Background: an optimization exercise with open tools, aiming at small area, a short achievable clock period and few clock cycles per item. Do not read the settings as production practice.
No run shown here included a check of the RTL's function; only the layout flow was run.

[config.mk]
export PLATFORM = sky130hd
export DESIGN_NAME = fft8_top
export DESIGN_NICKNAME = fft8_top
export VERILOG_FILES = /design/flow/design.v
export SDC_FILE = /design/flow/constraint.sdc
export NUM_CORES = 4
export LEC_CHECK = 0
export CAP_MARGIN = 20
export CORE_MARGIN = 2
export CORE_UTILIZATION = 65
export SETUP_SLACK_MARGIN = 4.5
export SLEW_MARGIN = 20
[constraint.sdc]
create_clock -name core_clock -period 8.0 [get_ports {clk}]
set_input_delay 1.6000 -clock core_clock [delete_from_list [all_inputs] [get_ports {clk}]]
set_output_delay 1.6000 -clock core_clock [all_outputs]
set_load 0.01 [all_outputs]
[design.v]
package fft8_pkg;
  typedef logic signed [13-1:0] sample_t;
  typedef logic signed [16-1:0] result_t;
  typedef logic [3-1:0] index_t;
endpackage
`timescale 1ns/1ns
module sample_counter (
  input  logic              clk,
  input  logic              rst_n,
  input  logic              hold,
  output fft8_pkg::index_t  count,
  output fft8_pkg::index_t  count_d
);
  assign count_d = hold ? count : count + 1'b1;
  always_ff @(posedge clk or negedge rst_n) begin
    if (!rst_n) begin
      count <= '1;
    end else begin
      count <= count_d;
    end
  end
endmodule
`timescale 1ns/1ns
module frame_ctrl (
  input  logic             clk,
  input  logic             rst_n,
  input  logic             valid_in,
  input  fft8_pkg::index_t count,
  output logic             hold,
  output logic             ready,
  output logic             valid_out
);
  logic ready_q;
  logic act_q;     
  logic mid_q;     
  logic busy;
  logic accept;
  assign ready  = ready_q;
  assign accept = ready_q && valid_in;
  assign busy   = act_q || mid_q || valid_out;
  assign hold   = ready_q && !valid_in && !busy;
  always_ff @(posedge clk or negedge rst_n) begin
    if (!rst_n) begin
      ready_q   <= 1'b1;
      act_q     <= 1'b0;
      mid_q     <= 1'b0;
      valid_out <= 1'b0;
    end else begin
      ready_q <= (count == 3'd6) || hold;
      act_q   <= accept || (act_q && (count != 3'd7));
      if (count == 3'd4) begin
        mid_q     <= act_q;
        valid_out <= mid_q;
      end
    end
  end
endmodule
`timescale 1ns/1ns
module bk_add #(
  parameter int W = 16
) (
  input  logic [W-1:0] a,
  input  logic [W-1:0] b,
  input  logic         ci,
  output logic [W-1:0] s
);
  logic [W-1:0] g, p, gg, pp;
  always_comb begin
    g  = a & b;
    p  = a ^ b;
    gg = g;
    pp = p;
    gg[0] = g[0] | (p[0] & ci);
    for (int l = 0; (2 << l) <= W; l++) begin
      for (int i = (2 << l) - 1; i < W; i += (2 << l)) begin
        gg[i] = gg[i] | (pp[i] & gg[i - (1 << l)]);
        pp[i] = pp[i] & pp[i - (1 << l)];
      end
    end
    for (int l = 4; l >= 0; l--) begin
      for (int i = 3 * (1 << l) - 1; i < W; i += (2 << l)) begin
        gg[i] = gg[i] | (pp[i] & gg[i - (1 << l)]);
        pp[i] = pp[i] & pp[i - (1 << l)];
      end
    end
    s = p ^ {gg[W-2:0], ci};
  end
endmodule
module sdf_stage1 (
  input  logic                      clk,
  input  logic                      rst_n,
  input  logic                      hold,
  input  fft8_pkg::index_t          count_d,
  input  logic signed [13-1:0] in_re,
  input  logic signed [13-1:0] in_im,
  output logic signed [13:0]   out_re,
  output logic signed [13:0]   out_im
);
  localparam int W  = 13 + 1;
  localparam int W1 = W + 1;
  localparam int W2 = W + 2;
  localparam int W3 = W + 3;
  logic signed [13-1:0] b_re, b_im;
  logic signed [W-1:0]       dl_re [4];
  logic signed [W-1:0]       dl_im [4];
  logic signed [W-1:0]       a_re, a_im, bw_re, bw_im;
  logic [W-1:0]              sum_re, sum_im, dif_re, dif_im;
  logic [W-1:0]              e0, e1;
  logic                      bfly, bfly_n, swap, swap_n, odd, odd_n, odd_t, inj;
  logic signed [W-1:0]       src_re, src_im;
  logic [W:0]                ax, ay, as;
  logic signed [W:0]         sa_q;
  logic signed [W+3:0]       f_d, f_q;
  logic [W+2:0]              m_d;
  always_ff @(posedge clk) begin
    {bfly, swap, odd}       <= count_d;
    {bfly_n, swap_n, odd_n} <= ~count_d;
    inj                     <= !count_d[2] && !count_d[0];
  end
  always_ff @(posedge clk or negedge rst_n) begin
    if (!rst_n) begin
      odd_t <= 1'b1;
    end else begin
      odd_t <= hold || !odd_t;
    end
  end
  assign a_re  = dl_re[3];
  assign a_im  = dl_im[3];
  assign bw_re = W'(b_re);
  assign bw_im = W'(b_im);
  bk_add #(W) u_sum_re (.a(a_re), .b(bw_re), .ci(1'b0), .s(sum_re));
  bk_add #(W) u_sum_im (.a(a_im), .b(bw_im), .ci(1'b0), .s(sum_im));
  bk_add #(W) u_dif_re (.a(a_re), .b(~bw_re), .ci(swap_n), .s(dif_re));
  bk_add #(W) u_dif_im (.a(a_im), .b(~bw_im), .ci(1'b1), .s(dif_im));
  assign e0 = swap ? dif_im : dif_re;
  assign e1 = swap_n ? dif_im : ~dif_re;
  assign src_re = odd ? dl_re[1] : dl_re[0];
  assign src_im = odd ? dl_im[1] : dl_im[0];
  assign ax = odd_n ? W1'(src_re) : ~(W1'(src_re));
  assign ay = W1'(src_im);
  bk_add #(W+1) u_st (.a(ax), .b(ay), .ci(!odd_n), .s(as));
  assign f_d[1:0] = sa_q[1:0];
  bk_add #(W+2) u_x5 (.a(W2'(sa_q >>> 2)), .b(W2'(sa_q)), .ci(1'b0), .s(f_d[W+3:2]));
  bk_add #(W+3) u_x9 (.a(W3'(f_q >>> 3)), .b(W3'(f_q)), .ci(1'b0), .s(m_d));
  always_ff @(posedge clk) begin
    b_re     <= in_re;
    b_im     <= in_im;
    dl_re[0] <= bfly ? e0 : bw_re;
    dl_im[0] <= bfly ? e1 : bw_im;
    for (int i = 1; i < 3; i++) begin
      dl_re[i] <= dl_re[i-1];
      dl_im[i] <= dl_im[i-1];
    end
    dl_re[3] <= inj ? m_d[W+2:3] : dl_re[2];
    dl_im[3] <= dl_im[2];
    sa_q <= as;
    f_q  <= f_d;
    out_re <= bfly_n ? a_re : sum_re;
    if (!bfly_n) begin
      out_im <= sum_im;
    end else if (odd_t) begin
      out_im <= m_d[W+2:3];
    end else begin
      out_im <= a_im;
    end
  end
endmodule
module sdf_stage2 (
  input  logic                      clk,
  input  logic                      hold,
  input  fft8_pkg::index_t          count_d,
  input  logic signed [13:0]   in_re,
  input  logic signed [13:0]   in_im,
  output logic signed [13+1:0] out_re,
  output logic signed [13+1:0] out_im
);
  localparam int W = 13 + 2;
  logic signed [W-1:0] dl_re [2];
  logic signed [W-1:0] dl_im [2];
  logic signed [W-1:0] a_re, a_im, b_re, b_im;
  logic [W-1:0]        sum_re, sum_im, dif_re, dif_im;
  logic                bfly, bfly_n, swap, swap_n;
  always_ff @(posedge clk) begin
    bfly   <= (count_d[1] == count_d[0]);
    bfly_n <= (count_d[1] != count_d[0]);
    swap   <= (count_d[1:0] == 2'd0);
    swap_n <= (count_d[1:0] != 2'd0);
  end
  assign a_re = dl_re[1];
  assign a_im = dl_im[1];
  assign b_re = W'(in_re);
  assign b_im = W'(in_im);
  bk_add #(W) u_sum_re (.a(a_re), .b(b_re), .ci(1'b0), .s(sum_re));
  bk_add #(W) u_sum_im (.a(a_im), .b(b_im), .ci(1'b0), .s(sum_im));
  bk_add #(W) u_dif_re (.a(a_re), .b(~b_re), .ci(swap_n), .s(dif_re));
  bk_add #(W) u_dif_im (.a(a_im), .b(~b_im), .ci(1'b1), .s(dif_im));
  always_ff @(posedge clk) begin
    if (bfly) begin
      dl_re[0] <= swap ? dif_im : dif_re;
      dl_im[0] <= swap_n ? dif_im : ~dif_re;
    end else begin
      dl_re[0] <= b_re;
      dl_im[0] <= b_im;
    end
    if (bfly_n) begin
      out_re   <= a_re;
      out_im   <= a_im;
    end else begin
      out_re   <= sum_re;
      out_im   <= sum_im;
    end
    dl_re[1] <= dl_re[0];
    dl_im[1] <= dl_im[0];
  end
endmodule
module sdf_stage3 (
  input  logic                      clk,
  input  logic                      rst_n,
  input  logic                      hold,
  input  fft8_pkg::index_t          count_d,
  input  logic signed [13+1:0] in_re,
  input  logic signed [13+1:0] in_im,
  output fft8_pkg::result_t         out_re,
  output fft8_pkg::result_t         out_im
);
  localparam int W = 16;
  logic signed [W-1:0] dl_re, dl_im;
  logic signed [W-1:0] b_re, b_im;
  logic [W-1:0]        sum_re, sum_im, dif_re, dif_im;
  logic                bfly, bfly_n;
  always_ff @(posedge clk or negedge rst_n) begin
    if (!rst_n) begin
      bfly   <= 1'b1;
      bfly_n <= 1'b0;
    end else begin
      bfly   <= hold || !bfly;
      bfly_n <= !hold && !bfly_n;
    end
  end
  assign b_re = W'(in_re);
  assign b_im = W'(in_im);
  bk_add #(W) u_sum_re (.a(dl_re), .b(b_re), .ci(1'b0), .s(sum_re));
  bk_add #(W) u_sum_im (.a(dl_im), .b(b_im), .ci(1'b0), .s(sum_im));
  bk_add #(W) u_dif_re (.a(dl_re), .b(~b_re), .ci(1'b1), .s(dif_re));
  bk_add #(W) u_dif_im (.a(dl_im), .b(~b_im), .ci(1'b1), .s(dif_im));
  assign out_re = bfly ? sum_re : dl_re;
  assign out_im = bfly ? sum_im : dl_im;
  always_ff @(posedge clk) begin
    dl_re <= bfly_n ? b_re : dif_re;
    dl_im <= bfly_n ? b_im : dif_im;
  end
endmodule
`timescale 1ns/1ns
module reorder_buffer (
  input  logic              clk,
  input  fft8_pkg::index_t  count_d,
  input  fft8_pkg::result_t wr_re,
  input  fft8_pkg::result_t wr_im,
  output fft8_pkg::result_t rd_re,
  output fft8_pkg::result_t rd_im
);
  fft8_pkg::result_t line_re [3];
  fft8_pkg::result_t line_im [3];
  logic              direct, direct_n;
  always_ff @(posedge clk) begin
    direct   <= count_d[2] && count_d[0];
    direct_n <= !(count_d[2] && count_d[0]);
  end
  always_ff @(posedge clk) begin
    line_re[0] <= direct ? line_re[2] : wr_re;
    line_im[0] <= direct ? line_im[2] : wr_im;
    line_re[1] <= line_re[0];
    line_im[1] <= line_im[0];
    line_re[2] <= line_re[1];
    line_im[2] <= line_im[1];
    rd_re      <= direct_n ? line_re[2] : wr_re;
    rd_im      <= direct_n ? line_im[2] : wr_im;
  end
endmodule
`timescale 1ns/1ns
module fft8_top (
  input  logic              clk,
  input  logic              rst_n,
  input  logic              valid_in,
  input  fft8_pkg::sample_t data_in_re,
  input  fft8_pkg::sample_t data_in_im,
  output logic              ready,
  output logic              valid_out,
  output fft8_pkg::result_t data_out_re,
  output fft8_pkg::result_t data_out_im
);
  fft8_pkg::index_t          count;
  fft8_pkg::index_t          count_d;
  logic                      hold;
  logic signed [13:0]   s1_re, s1_im;
  logic signed [13+1:0] s2_re, s2_im;
  fft8_pkg::result_t         s3_re, s3_im;
  sample_counter u_counter (
    .clk   (clk),
    .rst_n (rst_n),
    .hold  (hold),
    .count   (count),
    .count_d (count_d)
  );
  frame_ctrl u_ctrl (
    .clk       (clk),
    .rst_n     (rst_n),
    .valid_in  (valid_in),
    .count     (count),
    .hold      (hold),
    .ready     (ready),
    .valid_out (valid_out)
  );
  sdf_stage1 u_stage1 (
    .clk    (clk),
    .rst_n  (rst_n),
    .hold   (hold),
    .count_d(count_d),
    .in_re  (data_in_re),
    .in_im  (data_in_im),
    .out_re (s1_re),
    .out_im (s1_im)
  );
  sdf_stage2 u_stage2 (
    .clk    (clk),
    .hold   (hold),
    .count_d(count_d),
    .in_re  (s1_re),
    .in_im  (s1_im),
    .out_re (s2_re),
    .out_im (s2_im)
  );
  sdf_stage3 u_stage3 (
    .clk    (clk),
    .rst_n  (rst_n),
    .hold   (hold),
    .count_d(count_d),
    .in_re  (s2_re),
    .in_im  (s2_im),
    .out_re (s3_re),
    .out_im (s3_im)
  );
  reorder_buffer u_reorder (
    .clk    (clk),
    .count_d(count_d),
    .wr_re (s3_re),
    .wr_im (s3_im),
    .rd_re (data_out_re),
    .rd_im (data_out_im)
  );
endmodule
[run.sh]
#!/bin/bash
# synth_recipe.tcl (not shown) runs the flow's synth.tcl, then flattens the netlist and writes it again
# the make line also repeats each setting of config.mk as NAME=value (left out here)
make -C /OpenROAD-flow-scripts/flow DESIGN_CONFIG=/design/flow/config.mk WORK_HOME=/design/flow/orfs CLKGATE_MAP_FILE= SYNTH_SCRIPT=/design/flow/synth_recipe.tcl finish
==> results of run 1 <==
-- how the worst max path moves through the flow --
| stage | startpoint | endpoint | slack, ns | cells past startpoint |
|---|---|---|---|---|
| after floorplan | u_stage1.swap_n$_DFF_P_ | u_stage1.dl_im[0][13]$_DFF_P_ | 4.52 | 14 |
| after global placement | u_stage1.swap_n$_DFF_P_ | u_stage1.dl_im[0][13]$_DFF_P_ | 3.97 | 15 |
| after detailed placement | u_stage1.swap_n$_DFF_P_ | u_stage1.dl_im[0][13]$_DFF_P_ | 3.95 | 15 |
| after CTS | u_stage3.dl_im[0]$_DFF_P_ | u_reorder.rd_im[15]$_DFF_P_ | 4.33 | 14 |
| after global routing | u_stage1.swap_n$_DFF_P_ | u_stage1.dl_im[0][13]$_DFF_P_ | 4.43 | 15 |
| final | u_stage1.swap_n$_DFF_P_ | u_stage1.dl_im[0][13]$_DFF_P_ | 4.60 | 15 |
-- logic make-up (layout without fill, tap and decap cells) --
kind of cell,Yosys count,count (layout)
simple gates,357,357
buf+inv,260,356
mux,140,140
xor+xnor,128,128
compound gates,392,392
flops,472,472
fa+ha+maj,303,303
-- cells in the final DEF, fill, tap and decap left out, drive strengths merged, types with 10 or more instances in the layout --
| master | Yosys | routed |
|---|---|---|
| a21o | 37 | 37 |
| a21oi | 89 | 89 |
| and2 | 10 | 10 |
| buf | 14 | 23 |
| clkbuf | 57 | 69 |
| clkdlybuf4s50 | 0 | 62 |
| dfxtp | 462 | 462 |
| fa | 110 | 110 |
| ha | 193 | 193 |
| inv | 188 | 188 |
| mux2 | 78 | 78 |
| mux2i | 62 | 62 |
| nand2 | 177 | 177 |
| nand2b | 24 | 24 |
| nor2 | 96 | 96 |
| nor2b | 16 | 16 |
| o211ai | 18 | 18 |
| o21ai | 162 | 162 |
| o21bai | 16 | 16 |
| xnor2 | 57 | 57 |
| xor2 | 71 | 71 |
-- state kept, by name, indices dropped and copies added, names as in the netlist, 18 cells and up --
name / cells
u_reorder.line_im: 48
u_stage1.dl_im: 56
u_stage2.dl_im: 30
u_stage1.dl_re: 56
u_stage2.dl_re: 30
u_reorder.line_re: 48
u_stage1.f_q: 18
-- cell usage after synthesis (3+ instances only) --
master / number
a221o_1: 4
o41ai_1: 5
nor2_1: 96
a21oi_1: 88
nand2_1: 177
o21ai_0: 161
o211ai_1: 18
o31a_1: 7
nor3_1: 8
a21o_1: 37
and2_1: 10
dfxtp_1: 462
buf_1: 12
xnor2_1: 57
fa_1: 110
ha_1: 193
mux2_2: 78
a2111o_1: 4
dfrtp_1: 4
nand3_1: 6
inv_1: 188
xor2_1: 71
o21bai_1: 16
nor2b_1: 16
o21a_1: 9
a211o_1: 4
nand2b_1: 24
a211oi_1: 7
nand4_1: 4
or3_1: 3
a31oi_1: 8
mux2i_1: 62
or2_2: 3
dfstp_2: 6
clkbuf_1: 57
-- per-layer routing --
| layer | track usage, % | share of wire (%) | wire (microns) | up-vias |
|---|---|---|---|---|
| li1 | - | - | - | 6905 |
| met1 | 32.4 | 44 | 19400 | 6744 |
| met2 | 45.2 | 50 | 21800 | 216 |
| met3 | 3.30 | 2.9 | 1280 | 83 |
| met4 | 9.16 | 3.3 | 1440 | 0 |
| met5 | 0 | 0 | 0 | - |
-- area by class of cell --
type	count	area, sq um
multi-input cells	1320	11500
clock buffers	69	1390
repair buffers	86	850
fillers	2313	8020
well taps	442	553
flip-flops and latches	472	9530
clock inverters	12	120
inverters	189	709
-- worst max-delay path: cells and delay by family (launching register included) --
| family | cells | cell delay (ns) |
|---|---|---|
| and+or+nand+nor | 1 | 0.05 |
| DFF | 1 | 0.35 |
| xor gates and xnor gates | 1 | 0.16 |
| adders and majority gates | 3 | 1.05 |
| AOI/OAI and AO/OA | 9 | 1.55 |
| buffers and inverters | 1 | 0.12 |
-- what timing repair did --
item	in CTS	in global routing
cloned	1	0
setup endpoints to repair	45	40
pin swaps	21	21
hold endpoints to repair	0	0
hold buffers	0	0
setup buffers	8	7
resized for setup	40	34
==> impl_metrics.tcl, run 1 <==
set metrics [dict create \
    avgSynthCellArea_sq_um 10.6 \
    routed_wl_microns 43900 \
    status "complete, no violations" \
    tightest_slew_ns 1.14 \
    slowest_stage "fa_2" \
    h-tree-depth 2 \
    gp_congestion 0.841 \
    grt_pass1_wl_microns 72300 \
    yosys.area.top_type_share_pct 42.6 \
    utilization_pct 75.5 \
    synth_area_leader_cell "dfxtp_1" \
    fin_cells 2590 \
    ys_seq_area_share_pct 43.7 \
    final_area_sq_um 24700 \
    reg2reg_slack_ns 4.60 \
    vias 13900 \
    setup_slack_ns 4.60 \
    critPathMostFrequentCell "a21o_1" \
    synth_compound_area_share_pct 11.3 \
    core-area_sq_um 32700 \
    dieArea_sq_um 34900 \
    synth-async-reset-ratio_pct 2.12 \
    ios 63 \
    syn_nets 2384 \
    synthAdderAreaFrac_pct 21.2 \
    relSlewSlack_pct 24.2 \
    synthDistinctLibCells 64 \
    root_buffer "clkbuf_16" \
    numCtsBuffers 47 \
    avgViaCountPerCell 5.39 \
    min_period_ns 3.40 \
    clk-insertion-delay-late_ns 0.56 \
    fp.dieW_microns 187 \
    diodes 0 \
    cp_data_arrival_time_ns 3.83 \
    holdPathEnd "u_stage2.dl_re[1][5]$_DFF_P_" \
    fmax_mhz 294 \
    ys_ff_latch 472 \
    drc 0 \
    grt-ovfl-total 0 \
    drtAntennaViolNets 0 \
    hold_viol_final 0 \
    rsz0062_at_grt "yes" \
    yosys.area_share.simple_pct 7.16 \
    r2r-start "u_stage1.swap_n$_DFF_P_" \
    synth-edff-count 0 \
    grt_pass1_vias 14500 \
    synth_area_sq_um 21700 \
    initial_utilization_pct 66.5 \
    die_h_microns 187 \
    first_iter_violations 605 \
    place_ws_ns 3.95 \
    cpPeakStageDelay_ns 0.36 \
    drt-pass1-iter-count 5 \
    path_cells "buf_12 -> fa_2 -> fa_2 -> a21o_1 -> a21o_1 -> a21o_1 -> a21o_1 -> o31a_1 -> a31oi_4 -> a21oi_2 -> fa_2 -> xnor2_2 -> nor2_1 -> o21ai_0 -> o21ai_1" \
    syn_to_final_growth_pct 13.5 \
    r2r_end "u_stage1.dl_im[0][13]$_DFF_P_" \
    endpoint_kind "flip-flop" \
    cp_max_fo 2 \
    clk_pin_slew_ns 0.06 \
    placed_cells 2493 \
    dpl.hpwl_microns 31900 \
    grt_max_degree 62 \
    num-nets-final 2448 \
    cts_buffer_depth 3 \
    drive_gt1_share_pct 11.4 \
    clock-sinks 472 \
    syn_inst 2052 \
    drv_cap 0 \
    cts_tree "done" \
    routedWlPerCell_microns 17.0 \
    finalHoldWorstSlack_ns 0.322 \
    fin_crit_sh_pct 42.6 \
    hold_depth 0 \
    antenna_found_initial 0 \
    required_ns 8.43 \
    place_area_sq_um 22700 \
    synth_top_family_by_area "adder cells" \
    start_kind "flip-flop" \
    final_max_slew_viol_count 0 \
    synth_xor_area_share_pct 5.16 \
    critPathKind "flip-flop to flip-flop" \
    setup_violations 0 \
    synth_mux_area_share_pct 6.90 \
    min-delay-start "u_stage2.dl_re[0][5]$_DFF_P_" \
    tns_ns 0 \
    synthFlopType "dfxtp_1" \
    port_buffers 62 \
    grt_usage_pct 25.6 \
    ys_warn_count 18 \
    synth_area_leaders "dfxtp_1 43%, ha_1 11%, fa_1 10%, mux2_2 4.0%, o21ai_0 3.7%" \
    hold_class "flip-flop to flip-flop" \
    rows 66 \
    reg2reg_depth 15 \
    clock_skew_ns 0.0136 \
]
==> run 2, diff against run 1 <==
--- a/config.mk
+++ b/config.mk
@@ -8,5 +8,5 @@
 export CAP_MARGIN = 20
 export CORE_MARGIN = 2
 export CORE_UTILIZATION = 65
-export SETUP_SLACK_MARGIN = 4.5
+export SETUP_SLACK_MARGIN = 5.0
 export SLEW_MARGIN = 20
==> impl_metrics.tcl, run 2 <==
set metrics [dict create \
    status "complete, no violations" \
    finalHoldWorstSlack_ns 0.319 \
    synth_top_family_by_area "adder cells" \
    synth_compound_area_share_pct 11.3 \
    synthDistinctLibCells 64 \
    synth_area_leader_cell "dfxtp_1" \
    cts_hold_buf 0 \
    grt_usage_pct 26.7 \
    cp_data_arrival_time_ns 3.96 \
    path_buf_inv 1 \
    synth_area_sq_um 21700 \
    rows 66 \
    syn_nets 2384 \
    dpl.hpwl_microns 32300 \
    final_area_sq_um 25700 \
    yosys.area.top_type_share_pct 42.6 \
    cp_max_fo 2 \
    grt_pass1_vias 14800 \
    crit_family "compound AO/OA/AOI/OAI gates" \
    drtAntennaViolNets 0 \
    ys_seq_area_share_pct 43.7 \
    drt-pass1-iter-count 7 \
    clk_pin_slew_ns 0.06 \
    min_period_ns 3.52 \
    fin_cells 2638 \
    antenna_found_initial 0 \
    grt_pass1_wl_microns 75000 \
    fp.dieW_microns 187 \
    holdPathEnd "u_stage1.dl_im[3][11]$_DFF_P_" \
    clock-sinks 472 \
    synth_area_leaders "dfxtp_1 43%, ha_1 11%, fa_1 10%, mux2_2 4.0%, o21ai_0 3.7%" \
    syn_inst 2052 \
    diodes 0 \
    synthAdderAreaFrac_pct 21.2 \
    drv_cap 0 \
    drive_gt1_share_pct 18.4 \
    synth-async-reset-ratio_pct 2.12 \
    synth_xor_area_share_pct 5.16 \
    start_kind "flip-flop" \
    root_buffer "clkbuf_16" \
    routed_wl_microns 45900 \
    cpPeakStageDelay_ns 0.35 \
    cts_tree "done" \
    syn_to_final_growth_pct 18.2 \
    r2r-start "u_stage2.out_re[0]$_DFF_P_" \
    vias 14200 \
    core-area_sq_um 32700 \
    hold_viol_final 0 \
    synth.top_cells.by_count "462 x dfxtp_1, 193 x ha_1, 188 x inv_1, 177 x nand2_1, 161 x o21ai_0" \
    yosys.area_share.simple_pct 7.16 \
    hold_class "flip-flop to flip-flop" \
    avgViaCountPerCell 5.39 \
    dieArea_sq_um 34900 \
    synth-edff-count 0 \
    reg.largest.list "u_stage1.dl_im (56), u_stage1.dl_re (56)" \
    required_ns 8.44 \
    clock_skew_ns 0.0160 \
    port_buffers 62 \
    final_max_slew_viol_count 0 \
    synthFlopType "dfxtp_1" \
    hold_depth 0 \
    h-tree-depth 2 \
    ys_ff_latch 472 \
    grt-ovfl-total 0 \
    yosysMostFrequentCell "dfxtp_1" \
    reg2reg_slack_ns 4.48 \
    clk-insertion-delay-late_ns 0.56 \
    fmax_mhz 284 \
    placed_cells 2493 \
    fin_crit_sh_pct 44.0 \
    numCtsBuffers 48 \
    critPathKind "flip-flop to flip-flop" \
    setup_violations 0 \
    ys_warn_count 18 \
    die_h_microns 187 \
    slowest_stage "dfxtp_4" \
    tightest_slew_ns 1.06 \
    avgSynthCellArea_sq_um 10.6 \
    r2r_end "u_reorder.rd_re[15]$_DFF_P_" \
    drc 0 \
    synth_mux_area_share_pct 6.90 \
    num-nets-final 2492 \
    initial_utilization_pct 66.5 \
    cts_buffer_depth 3 \
    endpoint_kind "flip-flop" \
    layout_common_cells "436 x dfxtp_1, 183 x inv_1, 183 x ha_1" \
    path_cells "ha_4 -> fa_2 -> nor2b_4 -> o21bai_4 -> a21oi_2 -> o41ai_2 -> buf_4 -> o41ai_2 -> o31a_1 -> a221o_1 -> fa_2 -> xor2_1 -> nand2_1 -> xnor2_2 -> mux2_2" \
    place_area_sq_um 22800 \
    tns_ns 0 \
    routedWlPerCell_microns 17.4 \
    relSlewSlack_pct 28.9 \
    min-delay-start "u_stage1.dl_im[2][11]$_DFF_P_" \
    grt_max_degree 62 \
    reg2reg_depth 15 \
    ios 63 \
    rsz0062_at_grt "yes" \
    first_iter_violations 556 \
    final_common_cell "dfxtp_1" \
    gp_congestion 0.857 \
]
-- run 2: cell counts after synthesis --
Identical to the previous run, type by type.
-- run 2: stage by stage --
step	utilization, %	worst slack (ns)
after floorplan	-	4.76
after global placement	69.7	4.24
after detailed placement	69.7	4.24
after CTS	77.0	4.47
after global routing	78.5	4.36
final	78.5	4.48
-- run 2: timing repair --
action,4_1_cts,5_1_grt
gates cloned,1,0
resized for setup,132,95
pin swaps,57,85
endpoints found under the setup margin,120,99
buffers inserted,38,20
-- run 2: final cells by class --
cell class                 count  area, sq um
multi-input combinational   1320        12000
inverter                     189          709
sequential                   472         9550
tap                          442          553
fill                        2206         7020
clock inverter                18          259
clock buffer                  68         1470
timing repair buffer         129         1140
-- run 2: layer usage --
layer	GRT usage (%)	up-vias	wire length (microns)
met5	0	-	0
met4	10.6	0	1630
met3	4.26	87	1730
met2	47.5	253	23300
met1	32.5	6868	19300
li1	-	7004	-
-- run 2: how the worst max path moves through the flow --
stage / start / cells after the start / end / slack (ns)
floorplan: u_stage2.out_im[0]$_DFF_P_ / 14 / u_reorder.line_im[0][15]$_DFF_P_ / 4.76
global placement: u_stage1.swap_n$_DFF_P_ / 14 / u_stage1.dl_im[0][13]$_DFF_P_ / 4.24
detailed placement: u_stage1.swap_n$_DFF_P_ / 14 / u_stage1.dl_im[0][13]$_DFF_P_ / 4.24
CTS: u_stage2.out_re[0]$_DFF_P_ / 15 / u_reorder.rd_re[15]$_DFF_P_ / 4.47
global route: u_stage2.out_im[0]$_DFF_P_ / 15 / u_reorder.rd_im[15]$_DFF_P_ / 4.36
finish: u_stage2.out_re[0]$_DFF_P_ / 15 / u_reorder.rd_re[15]$_DFF_P_ / 4.48
-- run 2: kinds of logic after synthesis --
logic type / count (synthesis)
AOI/OAI and AO/OA: 392
xor gates and xnor gates: 128
adders and majority gates: 303
buffers and inverters: 260
DFF: 472
muxes: 140
and+or+nand+nor: 357
-- run 2: worst register-to-register path, stage by stage (launching register included) --
cell	delay [ns]
dfxtp_4	0.35
ha_4	0.16
fa_2	0.34
nor2b_4	0.15
o21bai_4	0.12
a21oi_2	0.09
o41ai_2	0.19
buf_4	0.17
o41ai_2	0.07
o31a_1	0.32
a221o_1	0.34
fa_2	0.35
xor2_1	0.16
nand2_1	0.11
xnor2_2	0.19
mux2_2	0.28
==> run 3, diff against run 2 <==
--- a/design.v
+++ b/design.v
@@ -71,16 +71,12 @@
     gg = g;
     pp = p;
     gg[0] = g[0] | (p[0] & ci);
-    for (int l = 0; (2 << l) <= W; l++) begin
-      for (int i = (2 << l) - 1; i < W; i += (2 << l)) begin
-        gg[i] = gg[i] | (pp[i] & gg[i - (1 << l)]);
-        pp[i] = pp[i] & pp[i - (1 << l)];
-      end
-    end
-    for (int l = 4; l >= 0; l--) begin
-      for (int i = 3 * (1 << l) - 1; i < W; i += (2 << l)) begin
-        gg[i] = gg[i] | (pp[i] & gg[i - (1 << l)]);
-        pp[i] = pp[i] & pp[i - (1 << l)];
+    for (int l = 0; (1 << l) < W; l++) begin
+      for (int i = 0; i < W; i++) begin
+        if ((i >> l) & 1) begin
+          gg[i] = gg[i] | (pp[i] & gg[((i >> l) << l) - 1]);
+          pp[i] = pp[i] & pp[((i >> l) << l) - 1];
+        end
       end
     end
     s = p ^ {gg[W-2:0], ci};
==> impl_metrics.tcl, run 3 <==
set metrics [dict create \
    status "complete, no violations" \
    endpoint_kind "flip-flop" \
    die_h_microns 188 \
    fp.dieW_microns 188 \
    drtAntennaViolNets 0 \
    drive_gt1_share_pct 13.3 \
    placed_cells 2650 \
    reg.largest.list "u_stage1.dl_im (56), u_stage1.dl_re (56)" \
    synthDistinctLibCells 80 \
    tns_ns 0 \
    grt_max_degree 57 \
    grt_pass1_vias 15400 \
    synth-async-reset-ratio_pct 2.12 \
    ys_seq_area_share_pct 43.3 \
    yosysMostFrequentCell "dfxtp_1" \
    rows 67 \
    drv_cap 0 \
    start_kind "flip-flop" \
    rsz0062_at_grt "yes" \
    fmax_mhz 320 \
    numCtsBuffers 47 \
    first_iter_violations 911 \
    synthFlopType "dfxtp_1" \
    dpl.hpwl_microns 34200 \
    port_buffers 62 \
    final_common_cell "dfxtp_1" \
    ys_warn_count 18 \
    drc 0 \
    layout_common_cells "449 x dfxtp_1, 198 x inv_1, 196 x ha_1" \
    dieArea_sq_um 35300 \
    synth_area_leaders "dfxtp_1 42%, ha_1 11%, fa_1 5.5%, xnor2_1 3.9%, inv_1 3.4%" \
    synth-edff-count 0 \
    ys_ff_latch 472 \
    hold_class "flip-flop to flip-flop" \
    fin_crit_sh_pct 39.1 \
    antenna_found_initial 0 \
    r2r-start "u_stage2.swap_n$_DFF_P_" \
    final_max_slew_viol_count 0 \
    ios 63 \
    routedWlPerCell_microns 17.2 \
    place_area_sq_um 22900 \
    num-nets-final 2590 \
    initial_utilization_pct 65.8 \
    hold_viol_final 0 \
    drt-pass1-iter-count 5 \
    grt_usage_pct 27.2 \
    synth_area_sq_um 22000 \
    synth.top_cells.by_count "462 x dfxtp_1, 201 x ha_1, 199 x inv_1, 168 x nand2_1, 142 x o21ai_0" \
    relSlewSlack_pct 30.5 \
    clock-sinks 472 \
    required_ns 8.50 \
    cts_tree "done" \
    h-tree-depth 2 \
    finalHoldWorstSlack_ns 0.316 \
    cp_data_arrival_time_ns 3.63 \
    root_buffer "clkbuf_16" \
    critPathLaunch "u_stage2.swap_n$_DFF_P_" \
    avgViaCountPerCell 5.45 \
    yosys.area.top_type_share_pct 42.1 \
    min_period_ns 3.13 \
    syn_inst 2213 \
    final_area_sq_um 25300 \
    cts_hold_buf 0 \
    clk-insertion-delay-late_ns 0.58 \
    fin_cells 2782 \
    syn_to_final_growth_pct 15.0 \
    clk_pin_slew_ns 0.06 \
    tightest_slew_ns 1.04 \
    critPathKind "flip-flop to flip-flop" \
    clock_skew_ns 0.0212 \
    cts_buffer_depth 3 \
    gp_congestion 0.878 \
    cp_max_fo 2 \
    avgSynthCellArea_sq_um 9.92 \
    grt_pass1_wl_microns 77300 \
    core-area_sq_um 33400 \
    grt-ovfl-total 0 \
    syn_nets 2503 \
    setup_violations 0 \
    routed_wl_microns 47800 \
    diodes 0 \
    min-delay-start "u_stage2.dl_im[0][6]$_DFF_P_" \
    synth_area_leader_cell "dfxtp_1" \
    vias 15200 \
]
==> run 3: cell families after synthesis <==
group / after synthesis / share of synthesized area (%)
compound gates: 455 / 12.9
xor+xnor: 161 / 6.42
fa+ha+maj: 261 / 16.9
buf+inv: 280 / 4.86
flops: 472 / 43.3
mux: 120 / 5.84
simple gates: 464 / 9.74
==> run 3: final cells by class <==
class | count | area [sq um]
multi-input cells | 1461 | 11800
flip-flops and latches | 472 | 9540
fillers | 2417 | 8100
clock buffers | 64 | 1350
repair buffers | 119 | 1110
inverters | 199 | 747
well taps | 448 | 561
clock inverters | 19 | 144
==> run 3: worst paths after layout <==
| kind | endpoint | cells past startpoint | slack (ns) |
|---|---|---|---|
| max | u_stage2.dl_re[0][12]$_DFF_P_ | 12 | 4.87 |
| min in group asynchronous | u_stage3.bfly_n$_DFF_PN0_ | 1 | 1.34 |
| min | u_stage2.dl_im[1][6]$_DFF_P_ | 0 | 0.32 |
| max in group asynchronous | u_ctrl.ready_q$_DFF_PN1_ | 1 | 6.32 |
| max reg2reg | u_stage2.dl_re[0][12]$_DFF_P_ | 12 | 4.87 |
| min reg2reg | u_stage2.dl_im[1][6]$_DFF_P_ | 0 | 0.32 |
==> run 3: metal layers <==
| metal | vias to the layer above | GRT usage [%] | routed length (microns) |
|---|---|---|---|
| met5 | - | 0 | 0 |
| met4 | 0 | 9.75 | 1530 |
| met3 | 95 | 3.29 | 1500 |
| met2 | 276 | 49.6 | 24200 |
| met1 | 7178 | 33.0 | 20500 |
| li1 | 7614 | - | - |
==> run 3: timing repair <==
action	4_1_cts	5_1_grt
buffers inserted	27	19
pin swaps	30	57
setup endpoints to repair	107	54
gates cloned	2	0
resized for setup	105	51
==> run 3: through the flow <==
stage	utilization (%)	worst slack [ns]
6_report	75.7	4.87
5_1_grt	75.7	4.76
4_1_cts	74.7	4.86
3_5_place_dp	68.6	4.07
3_3_place_gp	68.6	4.25
2_1_floorplan	-	5.00
==> run 3: critical path, cell delays in order (launching register included) <==
cell      delay (ns)
dfxtp_4         0.35
buf_12          0.12
fa_2            0.34
fa_2            0.40
a211oi_4        0.27
o21ai_2         0.11
a2111o_1        0.50
buf_6           0.15
a31oi_4         0.17
o21bai_1        0.10
xnor2_1         0.23
mux2i_1         0.10
a21oi_1         0.18
==> run 4, diff against run 3 <==
--- a/config.mk
+++ b/config.mk
@@ -8,5 +8,5 @@
 export CAP_MARGIN = 20
 export CORE_MARGIN = 2
 export CORE_UTILIZATION = 65
-export SETUP_SLACK_MARGIN = 5.0
+export SETUP_SLACK_MARGIN = 4.5
 export SLEW_MARGIN = 20
==> impl_metrics.tcl, run 4 <==
set metrics [dict create \
    synth.top_cells.by_count "462 x dfxtp_1, 201 x ha_1, 199 x inv_1, 168 x nand2_1, 142 x o21ai_0" \
    reg2reg_depth 11 \
    grt_pass1_wl_microns 75200 \
    drc 0 \
    die_h_microns 188 \
    grt_pass1_vias 14900 \
    syn_nets 2503 \
    vias 14900 \
    antenna_found_initial 1 \
    fmax_mhz 300 \
    avgViaCountPerCell 5.45 \
    setup_violations 0 \
    path_depth 11 \
    synthFlopType "dfxtp_1" \
    dieArea_sq_um 35300 \
    status "complete, no violations" \
    fin_crit_sh_pct 41.7 \
    ios 63 \
    crit_family "compound AO/OA/AOI/OAI gates" \
    cts_hold_buf 0 \
    hold_depth 0 \
    r2r_end "u_stage2.dl_re[0][14]$_DFF_P_" \
    nFillCells 2496 \
    ys_seq_area_share_pct 43.3 \
    final_common_cell "dfxtp_1" \
    grt-ovfl-total 0 \
    critPathKind "flip-flop to flip-flop" \
    cp_max_fo 21 \
    hold_class "flip-flop to flip-flop" \
    place_ws_ns 4.16 \
    grt_max_degree 57 \
    initial_utilization_pct 65.8 \
    endpoint_kind "flip-flop" \
    dpl.hpwl_microns 33900 \
    slowest_stage "a2111o_1" \
    ff_latch_area_sq_um 9520 \
    cts_tree "done" \
    diodes 0 \
    path_cells "buf_4 -> fa_2 -> fa_2 -> a211oi_4 -> o21ai_1 -> a2111o_1 -> nand2_2 -> o21ai_1 -> a311oi_2 -> mux2i_1 -> o211ai_1" \
    tightest_slew_ns 0.989 \
    core-area_sq_um 33400 \
    num-nets-final 2544 \
    numCtsBuffers 47 \
    h-tree-depth 2 \
    tns_ns 0 \
    drt-pass1-iter-count 7 \
    hold_viol_final 0 \
    synth_area_leader_cell "dfxtp_1" \
    setup_slack_ns 4.67 \
    rsz0062_at_grt "no" \
    cpPeakStageDelay_ns 0.46 \
    clock_skew_ns 0.0129 \
    synthDistinctLibCells 80 \
    yosys.area.top_type_share_pct 42.1 \
    syn_to_final_growth_pct 11.8 \
    ys_warn_count 18 \
    avgSynthCellArea_sq_um 9.92 \
    fp.dieW_microns 188 \
    start_kind "flip-flop" \
    final_max_slew_viol_count 0 \
    yosysMostFrequentCell "dfxtp_1" \
    clk_pin_slew_ns 0.07 \
    syn_inst 2213 \
    grt_usage_pct 26.4 \
    gp_congestion 0.906 \
    first_iter_violations 949 \
    rows 67 \
    min_period_ns 3.33 \
    crit_path_end "u_stage2.dl_re[0][14]$_DFF_P_" \
    reg2reg_slack_ns 4.67 \
    clock-sinks 472 \
    fin_cells 2736 \
    cts_buffer_depth 3 \
    required_ns 8.45 \
    multi_input_area_sq_um 11400 \
    drive_gt1_share_pct 8.57 \
    port_buffers 62 \
    placed_cells 2652 \
    reg.largest.list "u_stage1.dl_im (56), u_stage1.dl_re (56)" \
    routed_wl_microns 45500 \
    synth-edff-count 0 \
    synth_area_sq_um 22000 \
    critPathLaunch "u_stage2.swap_n$_DFF_P_" \
    routedWlPerCell_microns 16.6 \
    drtAntennaViolNets 0 \
    layout_common_cells "457 x dfxtp_1, 201 x ha_1, 199 x inv_1" \
    path_buf_inv 1 \
    synth-async-reset-ratio_pct 2.12 \
    drv_cap 0 \
    ys_ff_latch 472 \
    synth_area_leaders "dfxtp_1 42%, ha_1 11%, fa_1 5.5%, xnor2_1 3.9%, inv_1 3.4%" \
    relSlewSlack_pct 32.4 \
    clk-insertion-delay-late_ns 0.57 \
    cp_data_arrival_time_ns 3.79 \
    r2r-start "u_stage2.swap_n$_DFF_P_" \
    root_buffer "clkbuf_16" \
]
==> run 4: cell counts after synthesis <==
Identical to the previous run, type by type.
==> run 4: layout make-up <==
| cell class | instances | area share, % |
|---|---|---|
| clock buffers | 66 | 5.61 |
| clock inverters | 17 | 0.826 |
| inverters | 199 | 3.04 |
| multi-input cells | 1461 | 46.6 |
| flip-flops and latches | 472 | 38.8 |
| well taps | 448 | 2.28 |
| repair buffers | 73 | 2.89 |
==> run 4: layer usage <==
metal / GRT usage [%] / vias up / part of all wire (%)
met5: 0 / - / 0
met4: 8.99 / 0 / 3.2
met3: 4.62 / 84 / 3.9
met2: 46.6 / 300 / 49
met1: 32.8 / 7011 / 44
li1: - / 7507 / -
==> run 4: through the flow <==
stage / hold WS, ns / area [sq um] / utilization, %
global placement: 0.310 / 22900 / 68.6
floorplan: 0.310 / 22000 / -
finish: 0.322 / 24600 / 73.6
global route: 0.328 / 24600 / 73.6
detailed placement: 0.312 / 22900 / 68.6
CTS: 0.325 / 24500 / 73.5
==> run 4: cell families (layout without fill, tap and decap cells) <==
kind of cell               after synthesis  after routing  share of synthesized area (%)
AOI/OAI and AO/OA                      455            455                           12.9
xor gates and xnor gates               161            161                           6.42
adders and majority gates              261            261                           16.9
buffers and inverters                  280            355                           4.86
DFF                                    472            472                           43.3
muxes                                  120            120                           5.84
and+or+nand+nor                        464            464                           9.74
==> run 4: what timing repair did <==
action | 4_1_cts | 5_1_grt
pin swaps | 1 | 4
gates resized for setup | 6 | 10
setup buffers | 0 | 1
setup endpoints to repair | 13 | 7
hold endpoints to repair | 0 | 0
==> run 4: worst min path at each step <==
stage | from | endpoint | slack (ns)
final | u_stage1.dl_im[2][3]$_DFF_P_ | u_stage1.dl_im[3][3]$_DFF_P_ | 0.32
after global routing | u_reorder.line_re[1][2]$_DFF_P_ | u_reorder.line_re[2][2]$_DFF_P_ | 0.33
after CTS | u_stage1.dl_im[2][3]$_DFF_P_ | u_stage1.dl_im[3][3]$_DFF_P_ | 0.32
after detailed placement | u_reorder.line_im[1][13]$_DFF_P_ | u_reorder.line_im[2][13]$_DFF_P_ | 0.31
after global placement | u_reorder.line_im[0][11]$_DFF_P_ | u_reorder.line_im[1][11]$_DFF_P_ | 0.31
after floorplan | u_reorder.line_im[0][0]$_DFF_P_ | u_reorder.line_im[1][0]$_DFF_P_ | 0.31

## separate check: timing with driven ports
The results above use ideal ports. As a check the final layouts listed here were re-extracted and re-timed, cells and wires unchanged. Step 1, drivers: a clkbuf_16 drives clk and a buf_2 each remaining input, both assumed. Step 2 times the ports against the registers' clock, not the clock port: input delays grow and output delays shrink by t, the midpoint of the rising clock arrivals with the driver on. Slacks: no drivers / after step 1 / after step 2; pairs: no drivers / after step 1.
run	shift t [ns]	setup WS [ns]	cell pins on the clock port's net
run 1	0.609	4.596 / 4.596 / 4.210	1
run 2	0.613	4.479 / 4.479 / 4.479	1
run 3	0.625	4.873 / 4.873 / 4.546	1
run 4	0.621	4.666 / 4.666 / 4.282	1
After both steps setup and hold are still met in every run listed. The setup slack of run 1, which loses most, moves by 0.000 ns with the drivers and by -0.386 ns with both steps.
